Context: an optimization exercise on an open-source flow, tuned for small area. The choices shown serve that exercise and are no tape-out recipe.
RTL that was checked went through simulation tests only; none was proved equivalent to the original.
Power is estimated from default activity; no workload was simulated.

==> job 4748 <==
// sme_top
module sme_top (
    input  logic       clk,
    input  logic       rst_n,
    input  logic [7:0] chardata,
    input  logic       isstring,
    input  logic       ispattern,
    output logic       out_valid,
    output logic       match,
    output logic [4:0] match_index
);
==> module sme_top, before the edit <==
module sme_top (
    input  logic       clk,
    input  logic       rst_n,
    input  logic [7:0] chardata,
    input  logic       isstring,
    input  logic       ispattern,
    output logic       out_valid,
    output logic       match,
    output logic [4:0] match_index
);
    localparam logic [7:0] CHR_START = 8'h5E;    
    localparam logic [7:0] CHR_END   = 8'h24;    
    localparam logic [7:0] CHR_ANY   = 8'h2E;    
    localparam logic [7:0] CHR_SPACE = 8'h20;
    localparam logic [1:0] ST_IDLE = 2'd0;
    localparam logic [1:0] ST_WAIT = 2'd1;
    localparam logic [1:0] ST_SCAN = 2'd2;
    localparam logic [1:0] ST_END  = 2'd3;
    logic isstring_d;
    logic ispattern_d;
    logic sstart;
    logic pstart;
    logic pend;
    always_ff @(posedge clk) begin
        isstring_d <= isstring;
    end
    always_ff @(posedge clk or negedge rst_n) begin
        if (!rst_n) ispattern_d <= 1'b0;
        else        ispattern_d <= ispattern;
    end
    assign sstart = isstring & ~isstring_d;
    assign pstart = ispattern & ~ispattern_d;
    assign pend   = ispattern_d & ~ispattern;
    logic [255:0] sring;     
    logic [4:0]   ph;        
    logic [4:0]   rem;       
    logic [7:0]   ch;
    always_ff @(posedge clk) begin
        sring <= {(isstring ? chardata : sring[7:0]), sring[255:8]};
        ph    <= sstart ? 5'd1 : ph + 5'd1;
        rem   <= isstring ? 5'd1 : {rem[3:0], rem[4] ^ rem[2] ^ (rem[3:0] == 4'd0)};
    end
    assign ch = sring[7:0];
    logic [63:0] pring;      
    logic [2:0]  rotl;       
    logic [2:0]  rotf;       
    logic [7:0]  first;
    logic [7:0]  last;
    logic        anch;
    logic        lastdol;
    logic        caret_only; 
    logic [4:0]  dcnt;       
    logic        dinc;
    logic        result_now;
    logic        in_caret;
    logic        in_dol;
    logic [7:0]  in_elem;
    assign in_caret = (chardata == CHR_START);
    assign in_dol   = (chardata == CHR_END);
    assign in_elem  = (in_caret | in_dol) ? CHR_SPACE : chardata;
    always_ff @(posedge clk) begin
        pring <= {(ispattern ? in_elem : pring[7:0]), pring[63:8]};
        rotl  <= ispattern ? 3'd0 : rot_step(rotl);
        rotf  <= pstart    ? 3'd0 : rot_step(rotf);
        if (pstart)    anch       <= in_caret;
        if (ispattern) lastdol    <= in_dol;
        dcnt  <= pstart ? ph + 5'd1 : dcnt + {4'd0, dinc};
    end
    assign dinc = ispattern ? (rotf == 3'd0) & anch : ~result_now;
    assign caret_only = anch & (rotf == rotl);
    function automatic logic [2:0] rot_step(input logic [2:0] r);
        rot_step = {r[1:0], r[2] ^ r[0] ^ (r[1:0] == 2'd0)};
    endfunction
    localparam logic [23:0] ROT_SEQ = {3'd4, 3'd2, 3'd5, 3'd6, 3'd7, 3'd3, 3'd1, 3'd0};
    always_comb begin
        for (int i = 0; i < 8; i++) begin
            first[i] = (rotf == ROT_SEQ[3*(7 - i) +: 3]);
            last[i]  = (rotl == ROT_SEQ[3*(7 - i) +: 3]);
        end
    end
    logic       ph0;
    logic [7:0] rst_q;       
    logic [7:0] r_next;
    logic       full;
    logic       end_hit;
    assign ph0 = (ph == 5'd0);
    always_comb begin
        for (int i = 0; i < 8; i++) begin
            logic [7:0] e;
            logic       m;
            logic       chain;
            e         = pring[8*i +: 8];
            m         = (e == CHR_ANY) || (e == ch);
            chain     = ph0 ? (first[(i + 7) % 8] & anch) : rst_q[i];
            r_next[i] = (first[i] | chain) & m;
        end
    end
    always_ff @(posedge clk) begin
        rst_q <= r_next;
    end
    assign full    = |(last & r_next);
    assign end_hit = lastdol & (|(last & (first | rst_q)));
    logic [1:0] state;
    logic       go;
    logic       scanning;
    logic       hit;
    logic       lastc;
    logic       result_hit;
    assign go       = (state == ST_WAIT) || (state == ST_IDLE && pend);
    assign scanning = (state == ST_SCAN) || (go && ph0);
    assign hit      = full | caret_only;
    assign lastc    = (rem == 5'd0);
    assign result_now = (scanning && hit) || (state == ST_END);
    assign result_hit = scanning ? hit : end_hit;
    always_ff @(posedge clk or negedge rst_n) begin
        if (!rst_n) begin
            state <= ST_IDLE;
        end else if (scanning) begin
            state <= hit ? ST_IDLE : (lastc ? ST_END : ST_SCAN);
        end else if (go) begin
            state <= ST_WAIT;
        end else begin
            state <= ST_IDLE;
        end
    end
    always_ff @(posedge clk or negedge rst_n) begin
        if (!rst_n) begin
            out_valid <= 1'b0;
            match     <= 1'b0;
        end else begin
            out_valid <= result_now;
            match     <= result_now & result_hit;
        end
    end
    assign match_index = dcnt & {5{match}};
endmodule
clock: 8.0 ns
lec_check: 0
abc_area: 0
cap_margin: 20
core_margin: 2
core_utilization: 70
slew_margin: 20
standard.sh (not shown) runs the stock make flow with config.mk's settings and CLKGATE_MAP_FILE= SYNTH_SCRIPT=/design/flow/synth_recipe.tcl, a recipe that flattens the netlist after the stock synthesis.
==> flow/flow/run.sh <==
#!/bin/bash
# The standard layout (standard.sh) with three changed knobs:
#  - abc maps the logic with an area-oriented script (flow/area.abc); the
#    rest of the standard synthesis, and so every register, is unchanged
#  - the port buffers are buf_1
#  - the clock tree uses clkbuf_4 and no dummy loads
# Each tool's full output stays in its log under orfs/logs; make's output
# goes to standard_make.log.
set -euo pipefail
HERE=$(pwd)

orig_synth=$(grep -o 'SYNTH_SCRIPT=[^ ]*' standard.sh | head -1 | cut -d= -f2-)
orig_synth=${orig_synth//\'/}
cat > "$HERE/flow_synth.tcl" <<EOT
proc abc {args} {
  set i [lsearch -exact \$args -script]
  if {\$i >= 0} { set args [lreplace \$args \$i [expr {\$i + 1}]] }
  yosys abc -script $HERE/flow/area.abc {*}\$args
}
source $orig_synth
EOT
sed "s#SYNTH_SCRIPT=[^ ]*#SYNTH_SCRIPT=$HERE/flow_synth.tcl#" standard.sh > standard_area.sh

export BUFFER_PORTS_ARGS="-buffer_cell sky130_fd_sc_hd__buf_1"
export CTS_ARGS="-sink_clustering_enable -repair_clock_nets -sink_clustering_size 12 -sink_clustering_max_diameter 40 -buf_list sky130_fd_sc_hd__clkbuf_4 -dont_use_dummy_load"
bash standard_area.sh > standard_make.log 2>&1
==> flow/flow/area.abc <==
&get -n
&st
&dch
&nf -R 1000
&put
==> inputs of job 9267, as changes to job 4748 <==
--- a/flow/design.v
+++ b/flow/design.v
@@ -36,3 +36,3 @@
     logic [4:0]   ph;        
-    logic [4:0]   rem;       
+    logic [4:0]   lm1;       
     logic [7:0]   ch;
@@ -41,3 +41,3 @@
         ph    <= sstart ? 5'd1 : ph + 5'd1;
-        rem   <= isstring ? 5'd1 : {rem[3:0], rem[4] ^ rem[2] ^ (rem[3:0] == 4'd0)};
+        if (isstring) lm1 <= isstring_d ? ph : 5'd0;
     end
@@ -53,4 +53,2 @@
     logic [4:0]  dcnt;       
-    logic        dinc;
-    logic        result_now;
     logic        in_caret;
@@ -63,18 +61,14 @@
         pring <= {(ispattern ? in_elem : pring[7:0]), pring[63:8]};
-        rotl  <= ispattern ? 3'd0 : rot_step(rotl);
-        rotf  <= pstart    ? 3'd0 : rot_step(rotf);
+        rotl  <= ispattern ? 3'd0 : rotl + 3'd1;
+        rotf  <= pstart    ? 3'd0 : rotf + 3'd1;
         if (pstart)    anch       <= in_caret;
         if (ispattern) lastdol    <= in_dol;
-        dcnt  <= pstart ? ph + 5'd1 : dcnt + {4'd0, dinc};
+        if (ispattern) caret_only <= pstart & in_caret;
+        if (pstart)          dcnt <= ph + 5'd1;
+        else if (!ispattern) dcnt <= dcnt + 5'd1;
     end
-    assign dinc = ispattern ? (rotf == 3'd0) & anch : ~result_now;
-    assign caret_only = anch & (rotf == rotl);
-    function automatic logic [2:0] rot_step(input logic [2:0] r);
-        rot_step = {r[1:0], r[2] ^ r[0] ^ (r[1:0] == 2'd0)};
-    endfunction
-    localparam logic [23:0] ROT_SEQ = {3'd4, 3'd2, 3'd5, 3'd6, 3'd7, 3'd3, 3'd1, 3'd0};
     always_comb begin
         for (int i = 0; i < 8; i++) begin
-            first[i] = (rotf == ROT_SEQ[3*(7 - i) +: 3]);
-            last[i]  = (rotl == ROT_SEQ[3*(7 - i) +: 3]);
+            first[i] = (rotf == 3'(7 - i));
+            last[i]  = (rotl == 3'(7 - i));
         end
@@ -108,3 +102,5 @@
     logic       lastc;
+    logic       result_now;
     logic       result_hit;
+    logic [4:0] idx;
     assign go       = (state == ST_WAIT) || (state == ST_IDLE && pend);
@@ -112,5 +108,6 @@
     assign hit      = full | caret_only;
-    assign lastc    = (rem == 5'd0);
+    assign lastc    = (ph == lm1);
     assign result_now = (scanning && hit) || (state == ST_END);
     assign result_hit = scanning ? hit : end_hit;
+    assign idx        = dcnt + {4'd0, anch & ~caret_only};
     always_ff @(posedge clk or negedge rst_n) begin
@@ -128,10 +125,11 @@
         if (!rst_n) begin
-            out_valid <= 1'b0;
-            match     <= 1'b0;
+            out_valid   <= 1'b0;
+            match       <= 1'b0;
+            match_index <= '0;
         end else begin
-            out_valid <= result_now;
-            match     <= result_now & result_hit;
+            out_valid   <= result_now;
+            match       <= result_now & result_hit;
+            match_index <= (result_now & result_hit) ? idx : 5'd0;
         end
     end
-    assign match_index = dcnt & {5{match}};
 endmodule
==> flow/run.sh (new file) <==
#!/bin/bash
# synth_recipe.tcl (not shown) runs the flow's synth.tcl, then flattens the netlist and writes it again
# the make line also repeats each setting of config.mk as NAME=value (left out here)
make -C /OpenROAD-flow-scripts/flow DESIGN_CONFIG=/design/flow/config.mk WORK_HOME=/design/flow/orfs CLKGATE_MAP_FILE= SYNTH_SCRIPT=/design/flow/synth_recipe.tcl finish
Settings changed: ABC_AREA 0 to 1, CTS_BUF_LIST set to sky130_fd_sc_hd__clkbuf_8, CTS_CLUSTER_DIAMETER set to 50, CTS_CLUSTER_SIZE set to 20.
removed: flow/flow/run.sh
removed: flow/flow/area.abc
removed: flow/standard.sh
==> run summary <==
Global-route usage: job 9267 is higher than job 4748 (0.73 points).
Maximum frequency: job 9267 is higher than job 4748 (about 15%).
Against job 9267, the combinational power of job 4748 is smaller by about 40%.
Between job 4748 and job 9267, the lower flip-flop and latch count is in job 4748 (gap 6).
Via count: job 9267 is larger than job 4748 (21%).
The RTL of job 9267 was laid out without a check of its function.

-- separate check: timing with driven ports --
In the flow no input, the clock included, has a driving cell. The finished layouts below were timed again as built, in two steps.
Step 1, drivers: a clkbuf_16 drives clk and a buf_2 each remaining input, both assumed.
Step 2 times the ports against the registers' clock, not the clock port: input delays grow and output delays shrink by t, the midpoint of the rising clock arrivals with the driver on.
Slacks: ideal ports / drivers / drivers and shift; pairs: ideal ports / drivers.
run	t, ns	setup WS [ns]	worst hold slack (ns)	worst data-port slew with drivers (ns)
job 4748	0.634	4.221 / 4.221 / 3.587	0.296 / 0.296 / 0.296	0.04
job 9267	0.582	4.703 / 4.720 / 4.138	0.328 / 0.328 / 0.328	0.04
After both steps every run listed still meets setup and hold. The setup slack of job 4748, which loses most, moves by 0.000 ns with the drivers and by -0.634 ns with both steps.
